What follows belongs to an exercise in optimizing a design on an open flow for small area, a short achievable clock period and few clock cycles per item; a production flow would make more cautious choices.
Function was not checked in any run shown here: the RTL went through the layout flow alone.
No activity file was given, so power comes from the tool's default toggle rates.

## flow/design.v (module list and top-level ports; edited modules follow where they fit)
// module pp_blk_add_bk: 109 lines
// module pp_out_add_sk: 1675 lines
// module pp_reduction_sequencer: 139 lines
module pp_reduction_sequencer #(
    parameter int WIDTH  = 128,
    parameter int MAX_PP = 16,
    parameter int CNT_W  = 5
) (
    input  logic             clk,
    input  logic             rst,
    input  logic             start,
    input  logic [CNT_W-1:0] pp_count,
    output logic             busy,
    output logic             err,
    input  logic             in_valid,
    output logic             in_ready,
    input  logic [WIDTH-1:0] in_pp0,
    input  logic [WIDTH-1:0] in_pp1,
    output logic             out_valid,
    input  logic             out_ready,
    output logic [WIDTH-1:0] out_result
);
  // ...
==> flow/flow/run.sh <==
#!/bin/bash
# Standard ORFS layout, except that the port buffers are plain buf_1 cells
# (resizing may still upsize them) instead of the default delay buffers.
set -euo pipefail
bash standard.sh BUFFER_PORTS_ARGS="-buffer_cell sky130_fd_sc_hd__buf_1" finish > make_finish.log 2>&1
==> flow/standard.sh <==
#!/bin/bash
# synth_recipe.tcl (not shown) runs the flow's synth.tcl, then flattens the netlist and writes it again
# the make line also repeats each setting of config.mk as NAME=value (left out here)
make -C /OpenROAD-flow-scripts/flow DESIGN_CONFIG=/design/flow/config.mk WORK_HOME=/design/flow/orfs CLKGATE_MAP_FILE= SYNTH_SCRIPT=/design/flow/synth_recipe.tcl "${@:-finish}"
==> flow/config.mk <==
export PLATFORM = sky130hd
export DESIGN_NAME = pp_reduction_sequencer
export DESIGN_NICKNAME = pp_reduction_sequencer
export VERILOG_FILES = /design/flow/design.v
export SDC_FILE = /design/flow/constraint.sdc
export NUM_CORES = 4
export LEC_CHECK = 0
export CAP_MARGIN = 20
export CORE_MARGIN = 2
export CORE_UTILIZATION = 40
export SETUP_SLACK_MARGIN = 0.2
export SLEW_MARGIN = 20
==> flow/constraint.sdc <==
create_clock -name core_clock -period 4.0 [get_ports {clk}]
set_input_delay 0.8000 -clock core_clock [delete_from_list [all_inputs] [get_ports {clk}]]
set_output_delay 0.8000 -clock core_clock [all_outputs]
set_load 0.01 [all_outputs]
==> impl_results.md, run 1 <==
- Outcome: complete, no violations
- Hold_ws: 0.505 ns
- Routed vias/inst: 4.83
- Setup bufs post-CTS: 9
- Seq/Total Area, Yosys: 26.7%
- Setup crit end: out_result[117]
- Biggest register: r_acc
- Crit Reg-Reg Startpoint: r_acc[64]
- Syn Area/Cell: 10.1 um2
- Slew Limit Fails: 0
- Area grow syn2layout: 27.2%
- Post-CTS Hold Buffers: 0
- Met2 usage: 35.4%
- Final antenna-violating net count: 0
- Non-clock buffers: 501
- Non-clock buffer share: 11.6%
- Highest Signal Layer: met4
- Slowest cell on crit path: edfxtp_1
- Met1 usage: 25.5%
- Multi-In Gates: 1176
- Seq power: 2.36 mW
- RSZ-0062 raised after global routing: true
- Commonest cells in the netlist: 313 x inv_1, 199 x fa_1, 158 x nand2b_1
- Cell count after synthesis: 1693
- Overall Power: 7.48 mW
- ANT cells: 0
- Number of flip-flops and latches: 160
- Synthesized area: 17100 um2
==> run 2, diff against run 1 <==
--- a/flow/config.mk
+++ b/flow/config.mk
@@ -6,7 +6,6 @@
 export NUM_CORES = 4
 export LEC_CHECK = 0
-export CAP_MARGIN = 20
+export CAP_MARGIN = 0
 export CORE_MARGIN = 2
 export CORE_UTILIZATION = 40
-export SETUP_SLACK_MARGIN = 0.2
-export SLEW_MARGIN = 20
+export SLEW_MARGIN = 0
==> impl_results.md, run 2 <==
- Outcome: finished with violations
- SO Viols: setup timing
- Synth warn: 1
- First-pass GRT wire length: 70700 um
- Reg2Reg Depth: 14
- Met2 WL post-DR: 21800 um
- Slew Limit Fails: 0 (unchanged)
- Die X: 210 um
- Seq/Total Area, Yosys: 26.7% (unchanged)
- Setup ws final: -0.0301 ns
- Pleak: 9.53 nW
- Clk_skew: 0.0134 ns
- Die Area: 44300 um2
- Syn Area/Cell: 10.1 um2 (unchanged)
- Area grow syn2layout: 24.0%
- CORE AREA: 42000 um2
- Max reg flops: 128
- FF+latch count, synth: 160
- Core Util, Final: 50.3%
- Num CTS Buffers: 17
- Post-synth EDFFs: 135
- Wire per inst: 16.4 um
- CTS tree: yes
- Count leader, synth: inv_1
- Longest Clk Path Bufs: 2
- Initial Utilization: 40.6%
- Met1 Wirelength: 20500 um
- Cell Chain, Critical Path: ha_2 > ha_4 > nand3_4 > nor4_4 > a21oi_2 > o21ai_2 > buf_6 > a221oi_4 > o31a_1 > buf_6 > nor2_2 > xnor2_1 > buf_2
- Hpwl dp: 36700 um
- Area post-placement: 19800 um2
- DRC Markers: 0
- Top cells by area, synth: edfxtp_1 24%, fa_1 23%, ha_1 9.5%, inv_1 6.9%, nand2b_1 5.8%
- Worst-Margin Slew: 0.788 ns
- Synthesized area: 17100 um2 (unchanged)
- Hold path cells: 2
- Buf/Inv on CP: 3
- Clock sink total: 160
- Vias in the first global route: 13.6k
- Final setup fails: 3
- Total nets after synthesis: 2287
- Hold Vio Cnt, Final: 0
- PD cells: 350 nW/um2
- Io pins: 398
- Fin crit period: 4.03 ns
- Post-Route WL: 44700 um
- Total grt overflow: 0
- Share of layout cells above drive strength 1: 13.2%
- 1st-iter DRT viols: 689
- Critical Path Source Type: flip-flop
- Slowest cell on crit path: edfxtp_1
- Worst-path clk slew: 0.06 ns
- Commonest cells in the netlist: 313 x inv_1, 199 x fa_1, 158 x nand2b_1
- Root buf cell: clkbuf_16
- Slew HR: 47.4%
- CP delay by family, top: compound AO/OA/AOI/OAI gates
- Routed via count: 13.1k
- Critical Path RT: 3.20 ns
- Largest regs: r_acc (128), r_first (8), r_mask1 (8)
- Achievable clock frequency: 248 MHz
- Worst flop-to-flop path endpoint: r_acc[63]
- Global Route Usage Sum: 20.5%
- Setup crit start: r_cb[1]
- CP Capture Type: primary output
- Crit Reg-Reg Startpoint: r_mask1[3]
- Worst hold path type: flip-flop to flip-flop
- Clk latency of the worst-skew pair: 0.46 ns
- Top_reg_cell synth: edfxtp_1
- Crit path depth: 13
- Biggest register: r_acc
- Port Buffer Count: 397
- Final worst-path cycle share: 101%
- Highest Signal Layer: met4
- Routed vias/inst: 4.82 (-0.21%)
- Crit-path max FO: 5
- Most frequent cells in the layout: 352 x buf_1, 311 x inv_1, 197 x fa_1
- Async SR Flop Fraction: 0%
- Routed length on met3: 1730 um
- Pin count of the biggest net entering global routing: 86
- Design area: 21100 um2
- Overall Power: 7.41 mW (-0.95%)
- Critical path type: flip-flop to primary output
- Most common cell after layout, fill and taps aside: buf_1
- Synth top area share: 23.8%
- R2R setup slack: 0.16 ns
- Slowest stage delay, CP: 0.43 ns
- Peak supply drop: 0.209 mV
- H-tree Lvls: 4
- RD Place Congestion: 0.865
- Rows: 75
- Cell count after synthesis: 1693 (unchanged)
- Most used cell, CP: buf_6
- Post-CTS Hold Buffers: 0 (unchanged)
- Total negative slack: -0.0505 ns
- Setup crit end: out_result[122]
- Critical path data arrival time: 3.23 ns
- Drt pass-1 iters: 6
- RSZ-0062 raised after global routing: true
- Die Y-Extent: 210 um
- Synth cell types: 54
- Post-synth top area cell: edfxtp_1
- Antenna violations before repair: 3
- Final net count: 2766
- Maxcap violations: 0
- Final antenna-violating net count: 0 (unchanged)
==> run 2: cell counts after synthesis <==
No cell type changed its count.
==> run 2: where the power goes <==
| group | switching, mW | internal (mW) |
|---|---|---|
| registers | 0.152 | 2.20 |
| clock network | 0.697 | 0.948 |
| logic | 1.81 | 1.60 |
| total | 2.66 | 4.75 |
==> run 2: how the worst min path moves through the flow <==
stage           startpoint          end
3_5_place_dp         r_odd        r_odd
5_1_grt        r_res_valid  r_res_valid
4_1_cts              r_odd        r_odd
2_1_floorplan        r_odd        r_odd
6_report             r_odd        r_odd
3_3_place_gp         r_odd        r_odd
==> run 2: final cells by class <==
class	count	area, um2
flip-flops and latches	160	4570
repair buffers	504	2470
diodes	3	7.51
clock buffers	25	475
multi-input cells	1176	11700
fillers	3885	20900
well taps	539	674
clock inverters	7	87.6
inverters	313	1180
==> run 2: timing repair <==
item / 4_1_cts / 5_1_grt
setup buffers: 8 / 11
gates cloned: 1 / 0
endpoints found under the setup margin: 80 / 78
pin swaps: 16 / 49
gates resized for setup: 57 / 119
==> run 2: kinds of logic after synthesis <==
logic type,after synthesis,share of synthesized area [%]
AND/OR/NAND/NOR,537,17.8
buffers and inverters,357,8.27
adder cells (fa/ha/maj),328,32.8
XOR/XNOR,167,8.58
flip-flops,160,26.7
AO/OA/AOI/OAI,142,5.72
multiplexers,2,0.117
==> run 2: through the flow <==
step | hold WS, ns | instances | setup slack [ns]
after floorplan | 0.463 | 1693 | 0.00101
after CTS | 0.517 | 2713 | -0.0323
after detailed placement | 0.493 | 2672 | -0.378
after global routing | 0.540 | 2726 | -0.182
final | 0.515 | 2727 | -0.0301
after global placement | 0.483 | 2672 | -0.414
==> run 2: worst register-to-register path: cells and delay by family, from the launching register on <==
family                   cells  cell delay (ns)
AO/OA/AOI/OAI                7             1.42
flip-flops                   1             0.36
buffers and inverters        2             0.11
AND/OR/NAND/NOR              2             0.47
adder cells (fa/ha/maj)      3             1.36
==> run 2: metal layers <==
layer	global-route usage, %	up-vias
met5	0	-
met4	5.73	0
met3	2.58	31
met2	34.4	293
met1	28.1	6442
li1	-	6377
==> run 3, diff against run 2 <==
--- a/flow/config.mk
+++ b/flow/config.mk
@@ -6,6 +6,7 @@
 export NUM_CORES = 4
 export LEC_CHECK = 0
-export CAP_MARGIN = 0
+export CAP_MARGIN = 20
 export CORE_MARGIN = 2
-export CORE_UTILIZATION = 40
-export SLEW_MARGIN = 0
+export CORE_UTILIZATION = 55
+export PLACE_DENSITY = 0.75
+export SLEW_MARGIN = 20
==> impl_results.md, run 3 <==
- Async SR Flop Fraction: 0% (unchanged)
- Syn Area/Cell: 10.1 um2 (unchanged)
- Outcome: finished with violations
- Hold_ws: 0.523 ns (+0.00837 ns)
- Biggest register: r_acc
- Io pins: 398 (unchanged)
- Die X: 180 um (-14%)
- First-pass GRT wire length: 68600 um (-2.9%)
- Hold Vio Cnt, Final: 0 (unchanged)
- Synthesized area: 17100 um2 (unchanged)
- Synth cell types: 54 (unchanged)
- Filler cell count: 2349 (-40%)
- Post-Route WL: 42600 um (-4.7%)
- Slew HR: 45.2% (-2.2 points)
- Total nets after synthesis: 2287 (unchanged)
- H-tree Lvls: 4 (unchanged)
- Num CTS Buffers: 17 (unchanged)
- Register Area: 4560 um2 (-0.11%)
- Final antenna-violating net count: 0 (unchanged)
- Largest regs: r_acc (128), r_first (8), r_mask1 (8)
- Commonest cells in the netlist: 313 x inv_1, 199 x fa_1, 158 x nand2b_1
- Maxcap violations: 0 (unchanged)
- Clk_skew: 0.0125 ns (-0.000971 ns)
- Clock sink total: 160 (unchanged)
- Pleak: 9.44 nW (-0.95%)
- Pin count of the biggest net entering global routing: 57 (-34%)
- Critical Path RT: 3.20 ns (about the same)
- Final setup fails: 2 (-1)
- Synth top area share: 23.8% (unchanged)
- Cell Chain, Critical Path: ha_4 > and4_1 > and4bb_2 > nand4_1 > nor2_2 > a221oi_4 > o31a_4 > nor4_4 > xor2_1 > buf_2
- Wire per inst: 16.6 um (+1.1%)
- CORE AREA: 30600 um2 (-27%)
- CP Capture Type: primary output
- Achievable clock frequency: 249 MHz (+0.35%)
- Longest Clk Path Bufs: 2 (unchanged)
- Final net count: 2748 (-0.65%)
- Rows: 64 (-15%)
- Most frequent cells in the layout: 362 x buf_1, 312 x inv_1, 199 x fa_1
- Slowest stage delay, CP: 0.44 ns (about the same)
- Post-CTS Hold Buffers: 0 (unchanged)
- Global Route Usage Sum: 26.5% (+6.0 points)
- Critical path data arrival time: 3.22 ns (about the same)
- Fin crit period: 4.02 ns (-0.0141 ns)
- Seq/Total Area, Yosys: 26.7% (unchanged)
- Root buf cell: clkbuf_16
- 1st-iter DRT viols: 587 (-15%)
- SO Viols: setup timing
- Total grt overflow: 0 (unchanged)
- PD cells: 353 nW/um2 (+0.86%)
- Die Y-Extent: 180 um (-14%)
- Critical path type: flip-flop to primary output
- Die Area: 32400 um2 (-27%)
- Placed cell count: 2512 (-6.0%)
- Top_reg_cell synth: edfxtp_1
- Worst-path clk slew: 0.07 ns (about the same)
- Slowest cell on crit path: edfxtp_1
- Routed via count: 13.4k (+2.0%)
- Initial Utilization: 55.8% (+15 points)
- Area grow syn2layout: 21.6%
- Worst-Margin Slew: 0.820 ns (+0.0317 ns)
- Port Buffer Count: 397 (unchanged)
- Critical Path Source Type: flip-flop
- Core Util, Final: 67.8% (+18 points)
- Final worst-path cycle share: 100% (-0.35 points)
- Synth warn: 1 (unchanged)
- Crit-path max FO: 8 (+3)
- RD Place Congestion: 0.880 (+1.8%)
- Vias in the first global route: 14.1k (+3.5%)
- Total negative slack: -0.0179 ns (+0.0326 ns)
- Slew Limit Fails: 0 (unchanged)
- Finished Layout Cells: 2572 (-5.7%)
- Most common cell after layout, fill and taps aside: buf_1
- Top cells by area, synth: edfxtp_1 24%, fa_1 23%, ha_1 9.5%, inv_1 6.9%, nand2b_1 5.8%
- Multi-input combinational cell area: 11600 um2 (-0.26%)
- Post-synth top area cell: edfxtp_1
- Peak supply drop: 0.269 mV (+29%)
- Share of layout cells above drive strength 1: 11.5% (-1.7 points)
- Antenna violations before repair: 9 (+6)
- Drt pass-1 iters: 5 (-1)
- Post-synth EDFFs: 135 (unchanged)
- Hpwl dp: 34600 um (-5.7%)
- CP delay by family, top: simple AND/OR/NAND/NOR gates
- Clk latency of the worst-skew pair: 0.43 ns (-0.03 ns)
- Max reg flops: 128 (unchanged)
- CTS tree: yes
- Setup ws final: -0.0160 ns (+0.0141 ns)
- Count leader, synth: inv_1
- DRC Markers: 0 (unchanged)
- Worst hold path type: flip-flop to flip-flop
- RSZ-0062 raised after global routing: true
- Buf/Inv on CP: 1 (-2)
- FF+latch count, synth: 160 (unchanged)
- Cell count after synthesis: 1693 (unchanged)
- Routed vias/inst: 5.21 (+8.1%)
run 3: changes by cell type in the layout (fill, tap and decap cells not counted), sizes merged, moves of 2 or more:
cell	previous run	this run
diode	3	9
inv	312	314
clkbuf	36	31
buf	493	477
clkinvlp	2	5
run 3: worst min-delay path, cell delays in order, from the launching register on:
cell     delay [ns]
dfxtp_1        0.34
nand2_1        0.07
a21oi_1        0.06
run 3: per-stage QoR:
stage	cell area [um2]	power (mW)	setup WS (ns)
after floorplan	17100	4.68	0.00101
after global placement	19400	5.45	-0.256
after detailed placement	19400	5.62	-0.337
after CTS	20100	7.25	-0.0420
after global routing	20700	7.92	-0.132
final	20700	7.33	-0.0160
run 3: kinds of logic (layout without fill, tap and decap cells):
family	count (synthesis)	count (layout)	share of synthesized area [%]
other	0	9	0
and+or+nand+nor	537	537	17.8
xor gates and xnor gates	167	167	8.58
muxes	2	2	0.117
adders and majority gates	328	328	32.8
buffers and inverters	357	831	8.27
DFF	160	160	26.7
AOI/OAI and AO/OA	142	142	5.72
run 3: final cells by class:
cell class	count	area share (%)
Antenna cell	9	0.109
Clock buffer	22	2.24
Clock inverter	10	0.501
Inverter	313	5.68
Multi-Input combinational cell	1176	56.1
Sequential cell	160	22.0
Tap cell	396	2.39
Timing Repair Buffer	486	11.0
run 3: timing repair:
action                                  CTS  global route
endpoints found under the hold margin     0             0
buffers inserted                          3            16
endpoints found under the setup margin   71            80
gates cloned                              0             1
resized for setup                        20           143
pin swaps                                 5            23
run 3: worst paths after layout:
| kind | startpoint | end | slack, ns | depth (start not counted) |
|---|---|---|---|---|
| max | r_cb[5] | out_result[127] | -0.02 | 10 |
| min | r_mask1[1] | r_mask1[1] | 0.52 | 2 |
| max reg2reg | r_first[6] | r_acc[110] | 0.16 | 13 |
| min reg2reg | r_mask1[1] | r_mask1[1] | 0.52 | 2 |
run 3: routing by layer:
| layer | track usage [%] | share of wire (%) |
|---|---|---|
| met1 | 34.1 | 42 |
| met5 | 0 | 0 |
| met4 | 10.9 | 3.6 |
| met3 | 4.06 | 5.1 |
| met2 | 45.0 | 50 |
run 3: where the power goes:
part           leakage (nW)  switching (mW)  total (mW)  internal [mW]
sequential             1.44           0.153        2.36           2.20
clock                 0.264           0.707        1.60          0.898
combinational          7.74            1.80        3.37           1.57
total                  9.44            2.66        7.33           4.67
==> module pp_reduction_sequencer, before the edit <==
module pp_reduction_sequencer #(
    parameter int WIDTH  = 128,
    parameter int MAX_PP = 16,
    parameter int CNT_W  = 5
) (
    input  logic             clk,
    input  logic             rst,
    input  logic             start,
    input  logic [CNT_W-1:0] pp_count,
    output logic             busy,
    output logic             err,
    input  logic             in_valid,
    output logic             in_ready,
    input  logic [WIDTH-1:0] in_pp0,
    input  logic [WIDTH-1:0] in_pp1,
    output logic             out_valid,
    input  logic             out_ready,
    output logic [WIDTH-1:0] out_result
);
    localparam logic [CNT_W-1:0] c_MAX_PP = CNT_W'(MAX_PP);
    localparam logic [CNT_W-1:0] c_ONE    = CNT_W'(1);
    localparam int BW = 16;
    localparam int NB = WIDTH / BW;
    localparam int NC = 8;          
    localparam int CW = WIDTH / NC;        
    logic             r_active;      
    logic [NC-1:0]    r_first;       
    logic             r_odd;
    logic [CNT_W-1:0] r_beats_left;
    logic [NC-1:0]    r_mask1;       
    logic             w_mask1_set;
    logic             r_res_valid;   
    logic             r_err;
    logic [WIDTH-1:0] r_acc;
    logic [NB-1:0]    r_cb;          
    logic [NB-1:0]    w_base_cb;
    logic [NB-1:0]    w_cb_next;
    logic [WIDTH-1:0] w_acc_next;
    logic [WIDTH-1:0] w_carries;
    logic             w_count_ok;
    logic [CNT_W-1:0] w_beats_init;
    logic             w_last_beat;
    logic             w_beat_fire;
    logic             w_res_take;
    logic             w_start_take;
    logic [WIDTH-1:0] w_base;
    logic [WIDTH-1:0] w_lane1;
    logic [WIDTH-1:0] w_csa_s;
    logic [WIDTH-1:0] w_csa_c;
    assign w_count_ok   = (pp_count != '0) && (pp_count <= c_MAX_PP);
    assign w_beats_init = (pp_count >> 1) + {{(CNT_W-1){1'b0}}, pp_count[0]};
    assign w_last_beat  = (r_beats_left == c_ONE);
    assign in_ready     = r_active && !(r_res_valid && !out_ready);
    assign w_beat_fire  = in_valid && in_ready;
    assign w_res_take   = r_res_valid && out_ready;
    assign busy         = r_active && !(w_beat_fire && w_last_beat);
    assign w_start_take = start && !busy;
    for (genvar k = 0; k < NC; k++) begin : g_first
        assign w_base[k*CW +: CW] = r_first[k] ? '0 : r_acc[k*CW +: CW];
        always_ff @(posedge clk) begin
            if (rst) begin
                r_first[k] <= 1'b0;
            end else begin
                r_first[k] <= (w_start_take && w_count_ok) || (r_first[k] && !w_beat_fire);
            end
        end
    end
    assign w_mask1_set = (w_start_take && w_count_ok && (pp_count == c_ONE)) ||
                         (w_beat_fire && r_odd && (r_beats_left == CNT_W'(2)));
    for (genvar k = 0; k < NC; k++) begin : g_mask1
        assign w_lane1[k*CW +: CW] = r_mask1[k] ? '0 : in_pp1[k*CW +: CW];
        always_ff @(posedge clk) begin
            if (rst) begin
                r_mask1[k] <= 1'b0;
            end else begin
                r_mask1[k] <= w_mask1_set || (r_mask1[k] && !w_beat_fire);
            end
        end
    end
    assign w_csa_s = w_base ^ in_pp0 ^ w_lane1;
    assign w_csa_c = {(w_base[WIDTH-2:0] & in_pp0[WIDTH-2:0]) |
                      (w_base[WIDTH-2:0] & w_lane1[WIDTH-2:0]) |
                      (in_pp0[WIDTH-2:0] & w_lane1[WIDTH-2:0]), 1'b0};
    for (genvar b = 0; b < NB; b++) begin : g_cbm
        assign w_base_cb[b] = r_first[(b*BW)/CW] ? 1'b0 : r_cb[b];
    end
    for (genvar b = 0; b < NB; b++) begin : g_blk
        logic [BW+1:0] w_t;
        pp_blk_add_bk u_add (
            .a ({1'b0, w_csa_s[b*BW +: BW], 1'b1}),
            .b ({1'b0, w_csa_c[b*BW +: BW], (b == 0) ? 1'b0 : w_base_cb[b]}),
            .y (w_t)
        );
        assign w_acc_next[b*BW +: BW] = w_t[BW:1];
        assign w_cb_next[b]           = w_t[BW+1];
    end
    always_ff @(posedge clk) begin
        if (w_beat_fire) begin
            r_acc <= w_acc_next;
            r_cb  <= {w_cb_next[NB-2:0], 1'b0};
        end
    end
    for (genvar b = 0; b < NB; b++) begin : g_res
        assign w_carries[b*BW +: BW] = {{(BW-1){1'b0}}, (b == 0) ? 1'b0 : r_cb[b]};
    end
    always_ff @(posedge clk) begin
        if (rst) begin
            r_active     <= 1'b0;
            r_odd        <= 1'b0;
            r_beats_left <= '0;
            r_res_valid  <= 1'b0;
            r_err        <= 1'b0;
        end else begin
            r_err <= w_start_take && !w_count_ok;
            if (w_res_take) begin
                r_res_valid <= 1'b0;
            end
            if (w_beat_fire) begin
                    r_beats_left <= r_beats_left - c_ONE;
                if (w_last_beat) begin
                    r_active    <= 1'b0;
                    r_res_valid <= 1'b1;
                end
            end
            if (w_start_take && w_count_ok) begin
                r_active     <= 1'b1;
                r_odd        <= pp_count[0];
                r_beats_left <= w_beats_init;
            end
        end
    end
    assign err        = r_err;
    assign out_valid  = r_res_valid;
    pp_out_add_sk u_res (
        .a (r_acc),
        .b (w_carries),
        .y (out_result)
    );
endmodule
==> run 4, diff against run 3 <==
--- a/flow/design.v
+++ b/flow/design.v
@@ -1,4 +1,4 @@
 `default_nettype none
-module pp_blk_add_bk (
+module pp_blk_add_sp (
     input  logic [17:0] a,
     input  logic [17:0] b,
@@ -10,36 +10,82 @@
     logic g1_1;
     assign g1_1 = g0[1] | (p0[1] & g0[0]);
+    logic g1_2;
+    assign g1_2 = g0[2] | (p0[2] & g0[1]);
+    logic p1_2;
+    assign p1_2 = p0[2] & p0[1];
     logic g1_3;
     assign g1_3 = g0[3] | (p0[3] & g0[2]);
     logic p1_3;
     assign p1_3 = p0[3] & p0[2];
+    logic g1_4;
+    assign g1_4 = g0[4] | (p0[4] & g0[3]);
+    logic p1_4;
+    assign p1_4 = p0[4] & p0[3];
     logic g1_5;
     assign g1_5 = g0[5] | (p0[5] & g0[4]);
     logic p1_5;
     assign p1_5 = p0[5] & p0[4];
+    logic g1_6;
+    assign g1_6 = g0[6] | (p0[6] & g0[5]);
+    logic p1_6;
+    assign p1_6 = p0[6] & p0[5];
     logic g1_7;
     assign g1_7 = g0[7] | (p0[7] & g0[6]);
     logic p1_7;
     assign p1_7 = p0[7] & p0[6];
+    logic g1_8;
+    assign g1_8 = g0[8] | (p0[8] & g0[7]);
+    logic p1_8;
+    assign p1_8 = p0[8] & p0[7];
     logic g1_9;
     assign g1_9 = g0[9] | (p0[9] & g0[8]);
     logic p1_9;
     assign p1_9 = p0[9] & p0[8];
+    logic g1_10;
+    assign g1_10 = g0[10] | (p0[10] & g0[9]);
+    logic p1_10;
+    assign p1_10 = p0[10] & p0[9];
     logic g1_11;
     assign g1_11 = g0[11] | (p0[11] & g0[10]);
     logic p1_11;
     assign p1_11 = p0[11] & p0[10];
+    logic g1_12;
+    assign g1_12 = g0[12] | (p0[12] & g0[11]);
+    logic p1_12;
+    assign p1_12 = p0[12] & p0[11];
     logic g1_13;
     assign g1_13 = g0[13] | (p0[13] & g0[12]);
     logic p1_13;
     assign p1_13 = p0[13] & p0[12];
+    logic g1_14;
+    assign g1_14 = g0[14] | (p0[14] & g0[13]);
+    logic p1_14;
+    assign p1_14 = p0[14] & p0[13];
     logic g1_15;
     assign g1_15 = g0[15] | (p0[15] & g0[14]);
     logic p1_15;
     assign p1_15 = p0[15] & p0[14];
+    logic g1_16;
+    assign g1_16 = g0[16] | (p0[16] & g0[15]);
+    logic p1_16;
+    assign p1_16 = p0[16] & p0[15];
     logic g1_17;
     assign g1_17 = g0[17] | (p0[17] & g0[16]);
     logic p1_17;
     assign p1_17 = p0[17] & p0[16];
+    logic g2_2;
+    assign g2_2 = g1_2 | (p1_2 & g0[0]);
+    logic g2_6;
+    assign g2_6 = g1_6 | (p1_6 & g1_4);
+    logic p2_6;
+    assign p2_6 = p1_6 & p1_4;
+    logic g2_10;
+    assign g2_10 = g1_10 | (p1_10 & g1_8);
+    logic p2_10;
+    assign p2_10 = p1_10 & p1_8;
+    logic g2_14;
+    assign g2_14 = g1_14 | (p1_14 & g1_12);
+    logic p2_14;
+    assign p2_14 = p1_14 & p1_12;
     logic g2_3;
     assign g2_3 = g1_3 | (p1_3 & g1_1);
@@ -56,56 +102,66 @@
     logic p2_15;
     assign p2_15 = p1_15 & p1_13;
+    logic g3_4;
+    assign g3_4 = g1_4 | (p1_4 & g2_2);
+    logic g3_6;
+    assign g3_6 = g2_6 | (p2_6 & g2_2);
+    logic g3_12;
+    assign g3_12 = g1_12 | (p1_12 & g2_10);
+    logic p3_12;
+    assign p3_12 = p1_12 & p2_10;
+    logic g3_14;
+    assign g3_14 = g2_14 | (p2_14 & g2_10);
+    logic p3_14;
+    assign p3_14 = p2_14 & p2_10;
+    logic g3_5;
+    assign g3_5 = g1_5 | (p1_5 & g2_3);
     logic g3_7;
     assign g3_7 = g2_7 | (p2_7 & g2_3);
+    logic g3_13;
+    assign g3_13 = g1_13 | (p1_13 & g2_11);
+    logic p3_13;
+    assign p3_13 = p1_13 & p2_11;
     logic g3_15;
     assign g3_15 = g2_15 | (p2_15 & g2_11);
     logic p3_15;
     assign p3_15 = p2_15 & p2_11;
+    logic g4_8;
+    assign g4_8 = g1_8 | (p1_8 & g3_6);
+    logic g4_10;
+    assign g4_10 = g2_10 | (p2_10 & g3_6);
+    logic g4_12;
+    assign g4_12 = g3_12 | (p3_12 & g3_6);
+    logic g4_14;
+    assign g4_14 = g3_14 | (p3_14 & g3_6);
+    logic g4_9;
+    assign g4_9 = g1_9 | (p1_9 & g3_7);
+    logic g4_11;
+    assign g4_11 = g2_11 | (p2_11 & g3_7);
+    logic g4_13;
+    assign g4_13 = g3_13 | (p3_13 & g3_7);
     logic g4_15;
     assign g4_15 = g3_15 | (p3_15 & g3_7);
-    logic g5_11;
-    assign g5_11 = g2_11 | (p2_11 & g3_7);
-    logic g6_5;
-    assign g6_5 = g1_5 | (p1_5 & g2_3);
-    logic g6_9;
-    assign g6_9 = g1_9 | (p1_9 & g3_7);
-    logic g6_13;
-    assign g6_13 = g1_13 | (p1_13 & g5_11);
-    logic g6_17;
-    assign g6_17 = g1_17 | (p1_17 & g4_15);
-    logic g7_2;
-    assign g7_2 = g0[2] | (p0[2] & g1_1);
-    logic g7_4;
-    assign g7_4 = g0[4] | (p0[4] & g2_3);
-    logic g7_6;
-    assign g7_6 = g0[6] | (p0[6] & g6_5);
-    logic g7_8;
-    assign g7_8 = g0[8] | (p0[8] & g3_7);
-    logic g7_10;
-    assign g7_10 = g0[10] | (p0[10] & g6_9);
-    logic g7_12;
-    assign g7_12 = g0[12] | (p0[12] & g5_11);
-    logic g7_14;
-    assign g7_14 = g0[14] | (p0[14] & g6_13);
-    logic g7_16;
-    assign g7_16 = g0[16] | (p0[16] & g4_15);
+    logic g5_16;
+    assign g5_16 = g1_16 | (p1_16 & g4_14);
+    logic g5_17;
+    assign g5_17 = g1_17 | (p1_17 & g4_15);
     assign y[0] = p0[0];
     assign y[1] = p0[1] ^ g0[0];
     assign y[2] = p0[2] ^ g1_1;
-    assign y[3] = p0[3] ^ g7_2;
+    assign y[3] = p0[3] ^ g2_2;
     assign y[4] = p0[4] ^ g2_3;
-    assign y[5] = p0[5] ^ g7_4;
-    assign y[6] = p0[6] ^ g6_5;
-    assign y[7] = p0[7] ^ g7_6;
+    assign y[5] = p0[5] ^ g3_4;
+    assign y[6] = p0[6] ^ g3_5;
+    assign y[7] = p0[7] ^ g3_6;
     assign y[8] = p0[8] ^ g3_7;
-    assign y[9] = p0[9] ^ g7_8;
-    assign y[10] = p0[10] ^ g6_9;
-    assign y[11] = p0[11] ^ g7_10;
-    assign y[12] = p0[12] ^ g5_11;
-    assign y[13] = p0[13] ^ g7_12;
-    assign y[14] = p0[14] ^ g6_13;
-    assign y[15] = p0[15] ^ g7_14;
+    assign y[9] = p0[9] ^ g4_8;
+    assign y[10] = p0[10] ^ g4_9;
+    assign y[11] = p0[11] ^ g4_10;
+    assign y[12] = p0[12] ^ g4_11;
+    assign y[13] = p0[13] ^ g4_12;
+    assign y[14] = p0[14] ^ g4_13;
+    assign y[15] = p0[15] ^ g4_14;
     assign y[16] = p0[16] ^ g4_15;
-    assign y[17] = p0[17] ^ g7_16;
+    assign y[17] = p0[17] ^ g5_16;
 endmodule
 module pp_out_add_sk (
@@ -1872,5 +1928,5 @@
     for (genvar b = 0; b < NB; b++) begin : g_blk
         logic [BW+1:0] w_t;
-        pp_blk_add_bk u_add (
+        pp_blk_add_sp u_add (
             .a ({1'b0, w_csa_s[b*BW +: BW], 1'b1}),
             .b ({1'b0, w_csa_c[b*BW +: BW], (b == 0) ? 1'b0 : w_base_cb[b]}),
--- a/flow/config.mk
+++ b/flow/config.mk
@@ -8,5 +8,4 @@
 export CAP_MARGIN = 20
 export CORE_MARGIN = 2
-export CORE_UTILIZATION = 55
-export PLACE_DENSITY = 0.75
+export CORE_UTILIZATION = 40
 export SLEW_MARGIN = 20
==> impl_results.md, run 4 <==
- RD Place Congestion: 0.908 (+3.2%)
- Buf/Inv on CP: 3 (+2)
- Max reg flops: 128 (unchanged)
- Total nets after synthesis: 2608 (+14%)
- Clk_skew: 0.00899 ns (-0.00347 ns)
- Critical path type: flip-flop to primary output
- Routed via count: 15.6k (+17%)
- Sw Ratio: 38.2% (+1.9 points)
- Biggest register: r_acc
- Top cells by area, synth: edfxtp_1 22%, fa_1 15%, ha_1 9.9%, inv_1 8.5%, nand2b_1 8.4%
- Io pins: 398 (unchanged)
- Share of layout cells above drive strength 1: 12.6% (+1.1 points)
- Setup ws final: -0.771 ns (-0.755 ns)
- Clk network pwr share: 21.0% (-0.9 points)
- Clk latency of the worst-skew pair: 0.45 ns (+0.02 ns)
- Most common cell after layout, fill and taps aside: inv_1
- Hold Vio Cnt, Final: 0 (unchanged)
- Pin count of the biggest net entering global routing: 80 (+40%)
- Slew HR: 47.2% (+2.0 points)
- Outcome: finished with violations
- Rows: 78 (+22%)
- Slew Limit Fails: 0 (unchanged)
- Synth Area in Adders: 25.0% (-7.8 points)
- Routed vias/inst: 4.88 (-6.4%)
- Async SR Flop Fraction: 0% (unchanged)
- First-pass GRT wire length: 79800 um (+16%)
- RSZ-0062 raised after global routing: true
- FF+latch count, synth: 160 (unchanged)
- Post-synth top area cell: edfxtp_1
- CORE AREA: 45100 um2 (+47%)
- Maxcap violations: 0 (unchanged)
- Clock sink total: 160 (unchanged)
- Commonest cells in the netlist: 411 x inv_1, 245 x nand2b_1, 144 x ha_1
- Final net count: 3139 (+14%)
- Critical path data arrival time: 3.97 ns (+0.75 ns)
- Cell Chain, Critical Path: ha_4 > nand3_2 > or4_4 > o41ai_4 > o2111ai_2 > a211oi_2 > buf_4 > o211ai_1 > a2111o_1 > o21bai_4 > buf_6 > nand4_1 > xnor2_1 > buf_2
- Die Area: 47200 um2 (+45%)
- Slowest stage delay, CP: 0.50 ns (+0.06 ns)
- Critical Path Source Type: flip-flop
- 1st-iter DRT viols: 667 (+14%)
- Gate power share: 50.8% (+4.8 points)
- Top_reg_cell synth: edfxtp_1
- Initial Utilization: 40.3% (-15 points)
- Crit-path max FO: 10 (+2)
- PD cells: 365 nW/um2 (+3.3%)
- H-tree Lvls: 4 (unchanged)
- Antenna violations before repair: 2 (-7)
- DRC Markers: 0 (unchanged)
- Finished Layout Cells: 3207 (+25%)
- Switching power: 3.14 mW (+18%)
- Synth Area in Compound Gates: 9.34% (+3.6 points)
- Worst-Margin Slew: 0.792 ns (-0.0280 ns)
- Seq/Total Area, Yosys: 25.0% (-1.7 points)
- Cell count after synthesis: 2061 (+22%)
- DP Worst Slack: -0.480 ns (-0.143 ns)
- Sequential Power Share: 28.2% (-3.9 points)
- Worst-path clk slew: 0.07 ns (about the same)
- Die X: 217 um (+21%)
- Vias in the first global route: 16.0k (+13%)
- Hpwl dp: 41700 um (+20%)
- Syn Area/Cell: 8.82 um2 (-12%)
- Achievable clock frequency: 210 MHz (-16%)
- Final worst-path cycle share: 119% (+19 points)
- Wire per inst: 15.7 um (-5.1%)
- Synth cell types: 57 (+5.6%)
- Area grow syn2layout: 23.8%
- Most frequent cells in the layout: 409 x inv_1, 340 x buf_1, 245 x nand2b_1
- Placed cell count: 3163 (+26%)
- Total grt overflow: 0 (unchanged)
- Pleak: 10.5 nW (+11%)
- Longest Clk Path Bufs: 2 (unchanged)
- Largest regs: r_acc (128), r_first (8), r_mask1 (8)
- CP Capture Type: primary output
- Die Y-Extent: 217 um (+21%)
- Synth Area in XOR/XNOR: 9.54% (+0.96 points)
- Num CTS Buffers: 17 (unchanged)
- Post-synth EDFFs: 135 (unchanged)
- Post-Route WL: 50400 um (+18%)
- SO Viols: setup timing
- Fin crit period: 4.77 ns (+0.755 ns)
- Final antenna-violating net count: 0 (unchanged)
- Final setup fails: 62 (+60)
- Global Route Usage Sum: 21.3% (-5.1 points)
- Post-synthesis mux area share: 0.110% (-0.0073 points)
- Synth warn: 1 (unchanged)
- Critical Path RT: 3.20 ns (about the same)
- Port Buffer Count: 397 (unchanged)
- CP delay by family, top: compound AO/OA/AOI/OAI gates
- Root buf cell: clkbuf_16
- Worst hold path type: flip-flop to flip-flop
- Peak supply drop: 0.230 mV (-15%)
- Largest family of logic cells by synthesized area: adder cells
- Drt pass-1 iters: 5 (unchanged)
- Int Pwr: 5.08 mW (+8.8%)
- Slowest cell on crit path: a2111o_1
- Synth top area share: 22.3% (-1.5 points)
- Post-CTS Hold Buffers: 0 (unchanged)
- Simple-gate share of the synthesized area: 21.2% (+3.4 points)
- Filler cell count: 4400 (+87%)
- Synthesized area: 18200 um2 (+6.6%)
- CTS tree: yes
- Count leader, synth: inv_1
==> run 4: layout make-up <==
type | instances | area, um2 | share of cell area (%)
Multi-Input combinational cell | 1446 | 12200 | 54.4
Sequential cell | 160 | 4560 | 20.2
Timing Repair Buffer | 556 | 2820 | 12.5
Inverter | 411 | 1550 | 6.87
Tap cell | 600 | 751 | 3.33
Clock buffer | 17 | 425 | 1.89
Clock inverter | 15 | 173 | 0.767
Antenna cell | 2 | 5.00 | 0.0222
==> run 4: tightest hold or removal path, stage by stage, from the launching register on <==
cell and delay [ns]:
dfxtp_1 0.31, nand2_1 0.05, a21oi_1 0.06
==> run 4: timing repair <==
action                                  in CTS  in global routing
pin swaps                                   10                 27
endpoints found under the setup margin      72                 96
setup buffers                                4                  7
gates resized for setup                     76                 85
==> run 4: cells by family after synthesis <==
group | after synthesis
and+or+nand+nor | 708
buffers and inverters | 455
adders and majority gates | 281
AOI/OAI and AO/OA | 257
xor gates and xnor gates | 198
DFF | 160
muxes | 2
==> run 4: per-layer routing <==
metal	global-route usage, %	routed length, um	vias up
met5	0	0	-
met4	6.58	981	0
met3	3.28	2090	53
met2	36.7	24700	323
met1	27.6	22600	7547
li1	-	-	7717
==> run 4: path summary, 6_finish.rpt <==
check / startpoint / to / slack [ns] / cells past startpoint
max: r_acc[48] / out_result[123] / -0.77 / 14
min reg2reg: r_odd / r_odd / 0.47 / 2
min: r_odd / r_odd / 0.47 / 2
max reg2reg: r_acc[16] / r_cb[2] / 0.16 / 15
==> run 4: metrics by stage <==
stage	hold WS (ns)	setup TNS [ns]	area [um2]	power, mW	utilization [%]
floorplan	0.437	0	18200	5.20	-
global placement	0.444	-7.78	21300	6.33	47.3
detailed placement	0.468	-12.97	21300	6.41	47.3
CTS	0.479	-35.56	22200	8.21	49.2
global route	0.493	-42.87	22500	8.87	49.9
finish	0.474	-28.83	22500	8.22	49.9
==> run 4: power groups by stage <==
stage	Combinational (mW)	Sequential, mW	Clock (mW)
2_1_floorplan	2.88	2.32	0
3_3_place_gp	3.99	2.34	0
3_5_place_dp	4.07	2.34	0
4_1_cts	4.13	2.31	1.77
5_1_grt	4.72	2.33	1.82
6_report	4.18	2.31	1.73
==> run 5, diff against run 4 <==
--- a/flow/design.v
+++ b/flow/design.v
@@ -1,91 +1,77 @@
 `default_nettype none
-module pp_blk_add_sp (
-    input  logic [17:0] a,
-    input  logic [17:0] b,
-    output logic [17:0] y
+module pp_blk_add_bk (
+    input  logic [33:0] a,
+    input  logic [33:0] b,
+    output logic [33:0] y
 );
-    logic [17:0] g0, p0;
+    logic [33:0] g0, p0;
     assign g0 = a & b;
     assign p0 = a ^ b;
     logic g1_1;
     assign g1_1 = g0[1] | (p0[1] & g0[0]);
-    logic g1_2;
-    assign g1_2 = g0[2] | (p0[2] & g0[1]);
-    logic p1_2;
-    assign p1_2 = p0[2] & p0[1];
     logic g1_3;
     assign g1_3 = g0[3] | (p0[3] & g0[2]);
     logic p1_3;
     assign p1_3 = p0[3] & p0[2];
-    logic g1_4;
-    assign g1_4 = g0[4] | (p0[4] & g0[3]);
-    logic p1_4;
-    assign p1_4 = p0[4] & p0[3];
     logic g1_5;
     assign g1_5 = g0[5] | (p0[5] & g0[4]);
     logic p1_5;
     assign p1_5 = p0[5] & p0[4];
-    logic g1_6;
-    assign g1_6 = g0[6] | (p0[6] & g0[5]);
-    logic p1_6;
-    assign p1_6 = p0[6] & p0[5];
     logic g1_7;
     assign g1_7 = g0[7] | (p0[7] & g0[6]);
     logic p1_7;
     assign p1_7 = p0[7] & p0[6];
-    logic g1_8;
-    assign g1_8 = g0[8] | (p0[8] & g0[7]);
-    logic p1_8;
-    assign p1_8 = p0[8] & p0[7];
     logic g1_9;
     assign g1_9 = g0[9] | (p0[9] & g0[8]);
     logic p1_9;
     assign p1_9 = p0[9] & p0[8];
-    logic g1_10;
-    assign g1_10 = g0[10] | (p0[10] & g0[9]);
-    logic p1_10;
-    assign p1_10 = p0[10] & p0[9];
     logic g1_11;
     assign g1_11 = g0[11] | (p0[11] & g0[10]);
     logic p1_11;
     assign p1_11 = p0[11] & p0[10];
-    logic g1_12;
-    assign g1_12 = g0[12] | (p0[12] & g0[11]);
-    logic p1_12;
-    assign p1_12 = p0[12] & p0[11];
     logic g1_13;
     assign g1_13 = g0[13] | (p0[13] & g0[12]);
     logic p1_13;
     assign p1_13 = p0[13] & p0[12];
-    logic g1_14;
-    assign g1_14 = g0[14] | (p0[14] & g0[13]);
-    logic p1_14;
-    assign p1_14 = p0[14] & p0[13];
     logic g1_15;
     assign g1_15 = g0[15] | (p0[15] & g0[14]);
     logic p1_15;
     assign p1_15 = p0[15] & p0[14];
-    logic g1_16;
-    assign g1_16 = g0[16] | (p0[16] & g0[15]);
-    logic p1_16;
-    assign p1_16 = p0[16] & p0[15];
     logic g1_17;
     assign g1_17 = g0[17] | (p0[17] & g0[16]);
     logic p1_17;
     assign p1_17 = p0[17] & p0[16];
-    logic g2_2;
-    assign g2_2 = g1_2 | (p1_2 & g0[0]);
-    logic g2_6;
-    assign g2_6 = g1_6 | (p1_6 & g1_4);
-    logic p2_6;
-    assign p2_6 = p1_6 & p1_4;
-    logic g2_10;
-    assign g2_10 = g1_10 | (p1_10 & g1_8);
-    logic p2_10;
-    assign p2_10 = p1_10 & p1_8;
-    logic g2_14;
-    assign g2_14 = g1_14 | (p1_14 & g1_12);
-    logic p2_14;
-    assign p2_14 = p1_14 & p1_12;
+    logic g1_19;
+    assign g1_19 = g0[19] | (p0[19] & g0[18]);
+    logic p1_19;
+    assign p1_19 = p0[19] & p0[18];
+    logic g1_21;
+    assign g1_21 = g0[21] | (p0[21] & g0[20]);
+    logic p1_21;
+    assign p1_21 = p0[21] & p0[20];
+    logic g1_23;
+    assign g1_23 = g0[23] | (p0[23] & g0[22]);
+    logic p1_23;
+    assign p1_23 = p0[23] & p0[22];
+    logic g1_25;
+    assign g1_25 = g0[25] | (p0[25] & g0[24]);
+    logic p1_25;
+    assign p1_25 = p0[25] & p0[24];
+    logic g1_27;
+    assign g1_27 = g0[27] | (p0[27] & g0[26]);
+    logic p1_27;
+    assign p1_27 = p0[27] & p0[26];
+    logic g1_29;
+    assign g1_29 = g0[29] | (p0[29] & g0[28]);
+    logic p1_29;
+    assign p1_29 = p0[29] & p0[28];
+    logic g1_31;
+    assign g1_31 = g0[31] | (p0[31] & g0[30]);
+    logic p1_31;
+    assign p1_31 = p0[31] & p0[30];
+    logic g1_33;
+    assign g1_33 = g0[33] | (p0[33] & g0[32]);
+    logic p1_33;
+    assign p1_33 = p0[33] & p0[32];
     logic g2_3;
     assign g2_3 = g1_3 | (p1_3 & g1_1);
@@ -102,66 +88,132 @@
     logic p2_15;
     assign p2_15 = p1_15 & p1_13;
-    logic g3_4;
-    assign g3_4 = g1_4 | (p1_4 & g2_2);
-    logic g3_6;
-    assign g3_6 = g2_6 | (p2_6 & g2_2);
-    logic g3_12;
-    assign g3_12 = g1_12 | (p1_12 & g2_10);
-    logic p3_12;
-    assign p3_12 = p1_12 & p2_10;
-    logic g3_14;
-    assign g3_14 = g2_14 | (p2_14 & g2_10);
-    logic p3_14;
-    assign p3_14 = p2_14 & p2_10;
-    logic g3_5;
-    assign g3_5 = g1_5 | (p1_5 & g2_3);
+    logic g2_19;
+    assign g2_19 = g1_19 | (p1_19 & g1_17);
+    logic p2_19;
+    assign p2_19 = p1_19 & p1_17;
+    logic g2_23;
+    assign g2_23 = g1_23 | (p1_23 & g1_21);
+    logic p2_23;
+    assign p2_23 = p1_23 & p1_21;
+    logic g2_27;
+    assign g2_27 = g1_27 | (p1_27 & g1_25);
+    logic p2_27;
+    assign p2_27 = p1_27 & p1_25;
+    logic g2_31;
+    assign g2_31 = g1_31 | (p1_31 & g1_29);
+    logic p2_31;
+    assign p2_31 = p1_31 & p1_29;
     logic g3_7;
     assign g3_7 = g2_7 | (p2_7 & g2_3);
-    logic g3_13;
-    assign g3_13 = g1_13 | (p1_13 & g2_11);
-    logic p3_13;
-    assign p3_13 = p1_13 & p2_11;
     logic g3_15;
     assign g3_15 = g2_15 | (p2_15 & g2_11);
     logic p3_15;
     assign p3_15 = p2_15 & p2_11;
-    logic g4_8;
-    assign g4_8 = g1_8 | (p1_8 & g3_6);
-    logic g4_10;
-    assign g4_10 = g2_10 | (p2_10 & g3_6);
-    logic g4_12;
-    assign g4_12 = g3_12 | (p3_12 & g3_6);
-    logic g4_14;
-    assign g4_14 = g3_14 | (p3_14 & g3_6);
-    logic g4_9;
-    assign g4_9 = g1_9 | (p1_9 & g3_7);
-    logic g4_11;
-    assign g4_11 = g2_11 | (p2_11 & g3_7);
-    logic g4_13;
-    assign g4_13 = g3_13 | (p3_13 & g3_7);
+    logic g3_23;
+    assign g3_23 = g2_23 | (p2_23 & g2_19);
+    logic p3_23;
+    assign p3_23 = p2_23 & p2_19;
+    logic g3_31;
+    assign g3_31 = g2_31 | (p2_31 & g2_27);
+    logic p3_31;
+    assign p3_31 = p2_31 & p2_27;
     logic g4_15;
     assign g4_15 = g3_15 | (p3_15 & g3_7);
-    logic g5_16;
-    assign g5_16 = g1_16 | (p1_16 & g4_14);
-    logic g5_17;
-    assign g5_17 = g1_17 | (p1_17 & g4_15);
+    logic g4_31;
+    assign g4_31 = g3_31 | (p3_31 & g3_23);
+    logic p4_31;
+    assign p4_31 = p3_31 & p3_23;
+    logic g5_31;
+    assign g5_31 = g4_31 | (p4_31 & g4_15);
+    logic g6_23;
+    assign g6_23 = g3_23 | (p3_23 & g4_15);
+    logic g7_11;
+    assign g7_11 = g2_11 | (p2_11 & g3_7);
+    logic g7_19;
+    assign g7_19 = g2_19 | (p2_19 & g4_15);
+    logic g7_27;
+    assign g7_27 = g2_27 | (p2_27 & g6_23);
+    logic g8_5;
+    assign g8_5 = g1_5 | (p1_5 & g2_3);
+    logic g8_9;
+    assign g8_9 = g1_9 | (p1_9 & g3_7);
+    logic g8_13;
+    assign g8_13 = g1_13 | (p1_13 & g7_11);
+    logic g8_17;
+    assign g8_17 = g1_17 | (p1_17 & g4_15);
+    logic g8_21;
+    assign g8_21 = g1_21 | (p1_21 & g7_19);
+    logic g8_25;
+    assign g8_25 = g1_25 | (p1_25 & g6_23);
+    logic g8_29;
+    assign g8_29 = g1_29 | (p1_29 & g7_27);
+    logic g8_33;
+    assign g8_33 = g1_33 | (p1_33 & g5_31);
+    logic g9_2;
+    assign g9_2 = g0[2] | (p0[2] & g1_1);
+    logic g9_4;
+    assign g9_4 = g0[4] | (p0[4] & g2_3);
+    logic g9_6;
+    assign g9_6 = g0[6] | (p0[6] & g8_5);
+    logic g9_8;
+    assign g9_8 = g0[8] | (p0[8] & g3_7);
+    logic g9_10;
+    assign g9_10 = g0[10] | (p0[10] & g8_9);
+    logic g9_12;
+    assign g9_12 = g0[12] | (p0[12] & g7_11);
+    logic g9_14;
+    assign g9_14 = g0[14] | (p0[14] & g8_13);
+    logic g9_16;
+    assign g9_16 = g0[16] | (p0[16] & g4_15);
+    logic g9_18;
+    assign g9_18 = g0[18] | (p0[18] & g8_17);
+    logic g9_20;
+    assign g9_20 = g0[20] | (p0[20] & g7_19);
+    logic g9_22;
+    assign g9_22 = g0[22] | (p0[22] & g8_21);
+    logic g9_24;
+    assign g9_24 = g0[24] | (p0[24] & g6_23);
+    logic g9_26;
+    assign g9_26 = g0[26] | (p0[26] & g8_25);
+    logic g9_28;
+    assign g9_28 = g0[28] | (p0[28] & g7_27);
+    logic g9_30;
+    assign g9_30 = g0[30] | (p0[30] & g8_29);
+    logic g9_32;
+    assign g9_32 = g0[32] | (p0[32] & g5_31);
     assign y[0] = p0[0];
     assign y[1] = p0[1] ^ g0[0];
     assign y[2] = p0[2] ^ g1_1;
-    assign y[3] = p0[3] ^ g2_2;
+    assign y[3] = p0[3] ^ g9_2;
     assign y[4] = p0[4] ^ g2_3;
-    assign y[5] = p0[5] ^ g3_4;
-    assign y[6] = p0[6] ^ g3_5;
-    assign y[7] = p0[7] ^ g3_6;
+    assign y[5] = p0[5] ^ g9_4;
+    assign y[6] = p0[6] ^ g8_5;
+    assign y[7] = p0[7] ^ g9_6;
     assign y[8] = p0[8] ^ g3_7;
-    assign y[9] = p0[9] ^ g4_8;
-    assign y[10] = p0[10] ^ g4_9;
-    assign y[11] = p0[11] ^ g4_10;
-    assign y[12] = p0[12] ^ g4_11;
-    assign y[13] = p0[13] ^ g4_12;
-    assign y[14] = p0[14] ^ g4_13;
-    assign y[15] = p0[15] ^ g4_14;
+    assign y[9] = p0[9] ^ g9_8;
+    assign y[10] = p0[10] ^ g8_9;
+    assign y[11] = p0[11] ^ g9_10;
+    assign y[12] = p0[12] ^ g7_11;
+    assign y[13] = p0[13] ^ g9_12;
+    assign y[14] = p0[14] ^ g8_13;
+    assign y[15] = p0[15] ^ g9_14;
     assign y[16] = p0[16] ^ g4_15;
-    assign y[17] = p0[17] ^ g5_16;
+    assign y[17] = p0[17] ^ g9_16;
+    assign y[18] = p0[18] ^ g8_17;
+    assign y[19] = p0[19] ^ g9_18;
+    assign y[20] = p0[20] ^ g7_19;
+    assign y[21] = p0[21] ^ g9_20;
+    assign y[22] = p0[22] ^ g8_21;
+    assign y[23] = p0[23] ^ g9_22;
+    assign y[24] = p0[24] ^ g6_23;
+    assign y[25] = p0[25] ^ g9_24;
+    assign y[26] = p0[26] ^ g8_25;
+    assign y[27] = p0[27] ^ g9_26;
+    assign y[28] = p0[28] ^ g7_27;
+    assign y[29] = p0[29] ^ g9_28;
+    assign y[30] = p0[30] ^ g8_29;
+    assign y[31] = p0[31] ^ g9_30;
+    assign y[32] = p0[32] ^ g5_31;
+    assign y[33] = p0[33] ^ g9_32;
 endmodule
 module pp_out_add_sk (
@@ -1861,14 +1913,11 @@
     localparam logic [CNT_W-1:0] c_MAX_PP = CNT_W'(MAX_PP);
     localparam logic [CNT_W-1:0] c_ONE    = CNT_W'(1);
-    localparam int BW = 16;
+    localparam int BW = 32;
     localparam int NB = WIDTH / BW;
-    localparam int NC = 8;          
-    localparam int CW = WIDTH / NC;        
     logic             r_active;      
-    logic [NC-1:0]    r_first;       
+    logic             r_first;       
     logic             r_odd;
     logic [CNT_W-1:0] r_beats_left;
-    logic [NC-1:0]    r_mask1;       
-    logic             w_mask1_set;
+    logic             r_mask1;       
     logic             r_res_valid;   
     logic             r_err;
@@ -1897,36 +1946,14 @@
     assign busy         = r_active && !(w_beat_fire && w_last_beat);
     assign w_start_take = start && !busy;
-    for (genvar k = 0; k < NC; k++) begin : g_first
-        assign w_base[k*CW +: CW] = r_first[k] ? '0 : r_acc[k*CW +: CW];
-        always_ff @(posedge clk) begin
-            if (rst) begin
-                r_first[k] <= 1'b0;
-            end else begin
-                r_first[k] <= (w_start_take && w_count_ok) || (r_first[k] && !w_beat_fire);
-            end
-        end
-    end
-    assign w_mask1_set = (w_start_take && w_count_ok && (pp_count == c_ONE)) ||
-                         (w_beat_fire && r_odd && (r_beats_left == CNT_W'(2)));
-    for (genvar k = 0; k < NC; k++) begin : g_mask1
-        assign w_lane1[k*CW +: CW] = r_mask1[k] ? '0 : in_pp1[k*CW +: CW];
-        always_ff @(posedge clk) begin
-            if (rst) begin
-                r_mask1[k] <= 1'b0;
-            end else begin
-                r_mask1[k] <= w_mask1_set || (r_mask1[k] && !w_beat_fire);
-            end
-        end
-    end
+    assign w_base  = r_first ? '0 : r_acc;
+    assign w_lane1 = r_mask1 ? '0 : in_pp1;
     assign w_csa_s = w_base ^ in_pp0 ^ w_lane1;
     assign w_csa_c = {(w_base[WIDTH-2:0] & in_pp0[WIDTH-2:0]) |
                       (w_base[WIDTH-2:0] & w_lane1[WIDTH-2:0]) |
                       (in_pp0[WIDTH-2:0] & w_lane1[WIDTH-2:0]), 1'b0};
-    for (genvar b = 0; b < NB; b++) begin : g_cbm
-        assign w_base_cb[b] = r_first[(b*BW)/CW] ? 1'b0 : r_cb[b];
-    end
+    assign w_base_cb = r_first ? '0 : r_cb;
     for (genvar b = 0; b < NB; b++) begin : g_blk
         logic [BW+1:0] w_t;
-        pp_blk_add_sp u_add (
+        pp_blk_add_bk u_add (
             .a ({1'b0, w_csa_s[b*BW +: BW], 1'b1}),
             .b ({1'b0, w_csa_c[b*BW +: BW], (b == 0) ? 1'b0 : w_base_cb[b]}),
@@ -1948,5 +1975,7 @@
         if (rst) begin
             r_active     <= 1'b0;
+            r_first      <= 1'b0;
             r_odd        <= 1'b0;
+            r_mask1      <= 1'b0;
             r_beats_left <= '0;
             r_res_valid  <= 1'b0;
@@ -1958,5 +1987,7 @@
             end
             if (w_beat_fire) begin
-                    r_beats_left <= r_beats_left - c_ONE;
+                r_first      <= 1'b0;
+                r_beats_left <= r_beats_left - c_ONE;
+                r_mask1      <= r_odd && (r_beats_left == CNT_W'(2));
                 if (w_last_beat) begin
                     r_active    <= 1'b0;
@@ -1966,6 +1997,8 @@
             if (w_start_take && w_count_ok) begin
                 r_active     <= 1'b1;
+                r_first      <= 1'b1;
                 r_odd        <= pp_count[0];
                 r_beats_left <= w_beats_init;
+                r_mask1      <= (pp_count == c_ONE);
             end
         end
==> impl_results.md, run 5 <==
- Num CTS Buffers: 17 (unchanged)
- Cell count after synthesis: 1705 (-17%)
- Longest Clk Path Bufs: 2 (unchanged)
- H-tree Lvls: 4 (unchanged)
- Clock sink total: 142 (-11%)
- Most common cell after layout, fill and taps aside: buf_1
- Pin count of the biggest net entering global routing: 137 (+71%)
- Wire per inst: 17.6 um (+12%)
- Largest regs: r_acc (128), r_beats_left (5), r_cb (3)
- Clk latency of the worst-skew pair: 0.45 ns (about the same)
- Synth top area share: 23.4% (+1.1 points)
- Total nets after synthesis: 2299 (-12%)
- Seq/Total Area, Yosys: 24.7% (-0.35 points)
- Multi-input combinational cell area: 12900 um2 (+5.6%)
- Antenna violations before repair: 4 (+2)
- Post-Route WL: 50300 um (-0.16%)
- Slowest cell on crit path: fa_2
- 1st-iter DRT viols: 523 (-22%)
- Post-synth EDFFs: 131 (-3.0%)
- Critical path data arrival time: 4.45 ns (+0.48 ns)
- Maxcap violations: 0 (unchanged)
- Synth warn: 1 (unchanged)
- Top_reg_cell synth: edfxtp_1
- Critical path type: flip-flop to flip-flop
- Setup ws final: -0.232 ns (+0.539 ns)
- DRC Markers: 0 (unchanged)
- Buf/Inv on CP: 4 (+1)
- Post-synth top area cell: edfxtp_1
- Rows: 75 (-3.8%)
- Outcome: finished with violations
- Total negative slack: -1.78 ns (+27.05 ns)
- Achievable clock frequency: 236 MHz (+13%)
- Drt pass-1 iters: 5 (unchanged)
- Top cells by area, synth: edfxtp_1 23%, fa_1 23%, ha_1 10%, inv_1 6.8%, nand2b_1 6.1%
- Pleak: 10.5 nW (+0.36%)
- Synth cell types: 66 (+16%)
- CTS tree: yes
- Worst-path clk slew: 0.07 ns (about the same)
- Biggest register: r_acc
- Max reg flops: 128 (unchanged)
- Hpwl dp: 38100 um (-8.7%)
- Routed vias/inst: 4.86 (-0.30%)
- Final worst-path cycle share: 106% (-13 points)
- RD Place Congestion: 0.879 (-3.2%)
- Count leader, synth: inv_1
- PD cells: 396 nW/um2 (+8.5%)
- CORE AREA: 41800 um2 (-7.4%)
- Critical Path RT: 4.21 ns (+1.01 ns)
- Die Area: 43700 um2 (-7.4%)
- Area grow syn2layout: 39.9%
- RSZ-0062 raised after global routing: true
- SO Viols: setup timing
- CP Capture Type: flip-flop
- Async SR Flop Fraction: 0% (unchanged)
- Clk_skew: 0.00835 ns (-0.000646 ns)
- Worst-Margin Slew: 0.849 ns (+0.0568 ns)
- Post-CTS Hold Buffers: 0 (unchanged)
- Design area: 23500 um2 (+4.5%)
- Syn Area/Cell: 9.87 um2 (+12%)
- FF+latch count, synth: 142 (-11%)
- Register Area: 4160 um2 (-8.7%)
- Synthesized area: 16800 um2 (-7.5%)
- Final antenna-violating net count: 0 (unchanged)
- First-pass GRT wire length: 76300 um (-4.3%)
- Crit-path max FO: 7 (-3)
- Hold_ws: 0.497 ns (+0.0226 ns)
- Vias in the first global route: 14.7k (-8.2%)
- Cell Chain, Critical Path: buf_8 > buf_8 > nand2b_4 > fa_1 > inv_1 > ha_1 > nand4_1 > or3_1 > o41a_1 > a211o_1 > a21o_1 > a21oi_2 > a31oi_2 > fa_2 > inv_2
- Most frequent cells in the layout: 338 x buf_1, 290 x inv_1, 185 x buf_4
- Fin crit period: 4.23 ns (-0.539 ns)
- Worst hold path type: flip-flop to flip-flop
- Core Util, Final: 56.3% (+6.4 points)
- Slew HR: 43.4% (-3.8 points)
- Most used cell, CP: buf_8
- Slowest stage delay, CP: 0.55 ns (+0.05 ns)
- Slew Limit Fails: 0 (unchanged)
- Commonest cells in the netlist: 305 x inv_1, 194 x fa_1, 165 x nand2b_1
- Io pins: 398 (unchanged)
- Filler cell count: 3696 (-16%)
- Total grt overflow: 0 (unchanged)
- Hold Vio Cnt, Final: 0 (unchanged)
- Initial Utilization: 40.3% (-0.056 points)
- Routed via count: 13.9k (-11%)
- Share of layout cells above drive strength 1: 26.7% (+14 points)
- Global Route Usage Sum: 22.6% (+1.2 points)
- Die Y-Extent: 209 um (-3.8%)
- Final setup fails: 31 (-50%)
- Final net count: 2897 (-7.7%)
- Die X: 209 um (-3.8%)
- Peak supply drop: 0.302 mV (+31%)
- Port Buffer Count: 397 (unchanged)
- CP delay by family, top: adder cells
- Root buf cell: clkbuf_16
- Area post-placement: 20000 um2 (-6.5%)
- Critical Path Source Type: flip-flop
-- run 5: worst register-to-register path: cells and delay by family, from the launching register on --
family | cells | cell delay (ns)
fa+ha+maj | 3 | 1.36
compound gates | 5 | 1.20
simple gates | 3 | 0.66
flops | 1 | 0.40
buf+inv | 4 | 0.38
-- run 5: layer usage --
layer / track usage (%) / wire (um) / up-vias
li1: - / - / 6630
met1: 28.2 / 21100 / 6855
met2: 39.1 / 25400 / 326
met3: 4.64 / 2460 / 71
met4: 7.34 / 1350 / 4
met5: 0 / 34 / -
-- run 5: final cells by class --
type                    count  share of cell area [%]
clock buffers              19                    1.84
flip-flops and latches    142                    17.7
well taps                 539                    2.87
inverters                 307                    4.93
repair buffers            645                    16.8
diodes                      2                  0.0213
multi-input cells        1190                    55.0
clock inverters            12                   0.824
-- run 5: power by group --
group | internal [mW] | leakage [nW] | switching [mW]
registers | 2.07 | 1.29 | 0.157
clock network | 1.10 | 0.304 | 0.700
logic | 2.64 | 8.92 | 2.66
-- run 5: kinds of logic (layout without fill, tap and decap cells) --
group                      count (synthesis)  in the layout  share of synthesized area, %
and+or+nand+nor                          525            525                          17.9
muxes                                      2              2                         0.119
AOI/OAI and AO/OA                        178            178                          6.97
xor gates and xnor gates                 157            157                          8.18
buffers and inverters                    373            983                          9.10
adders and majority gates                328            328                          33.1
DFF                                      142            142                          24.7
other                                      0              2                             0
-- run 5: per-stage QoR --
step	setup slack, ns	total power [mW]	std cells
final	-0.232	9.32	2856
after global routing	-0.345	10.1	2855
after CTS	-0.214	8.82	2811
after detailed placement	-0.593	6.61	2741
after global placement	-0.466	6.44	2741
after floorplan	0.00350	5.14	1705
-- run 5: what timing repair did --
item                       CTS  global route
resized for setup          239           229
setup endpoints to repair   96           106
buffers inserted            38            45
pin swaps                   96           127
gates cloned                 3             6
-- run 5: final timing paths --
check                            startpoint           to  slack (ns)  depth (start not counted)
worst max-delay path                r_mask1    r_acc[95]       -0.23                         15
worst min-delay path            r_res_valid  r_res_valid        0.50                          2
worst max register to register      r_mask1    r_acc[95]       -0.23                         15
worst min register to register  r_res_valid  r_res_valid        0.50                          2

## static timing again, ports no longer ideal
Ports are ideal in the flow. The routed layouts listed here were re-timed in OpenROAD. Step 1, drivers: a clkbuf_16 drives clk and a buf_2 each remaining input, both assumed. Step 2, shift: input delay + t, output delay - t, t = (earliest + latest rising clock arrival at the registers) / 2. This alone moves slack from input paths to output paths. Slacks: no drivers / after step 1 / after step 2; pairs: no drivers / after step 1.
run	shift t [ns]	setup WS [ns]	pins driven straight from the clock port
run 1	0.485	0.060 / 0.008 / -0.226	1
run 2	0.502	-0.030 / -0.081 / -0.332	1
run 3	0.473	-0.016 / -0.066 / -0.239	1
run 4	0.499	-0.771 / -0.828 / -0.328	1
run 5	0.498	-0.232 / -0.232 / -0.416	1
With both steps, setup timing fails in run 1, where it was met with ideal ports. The setup slack of run 2, which loses most, moves by -0.051 ns with the drivers and by -0.302 ns with both steps.
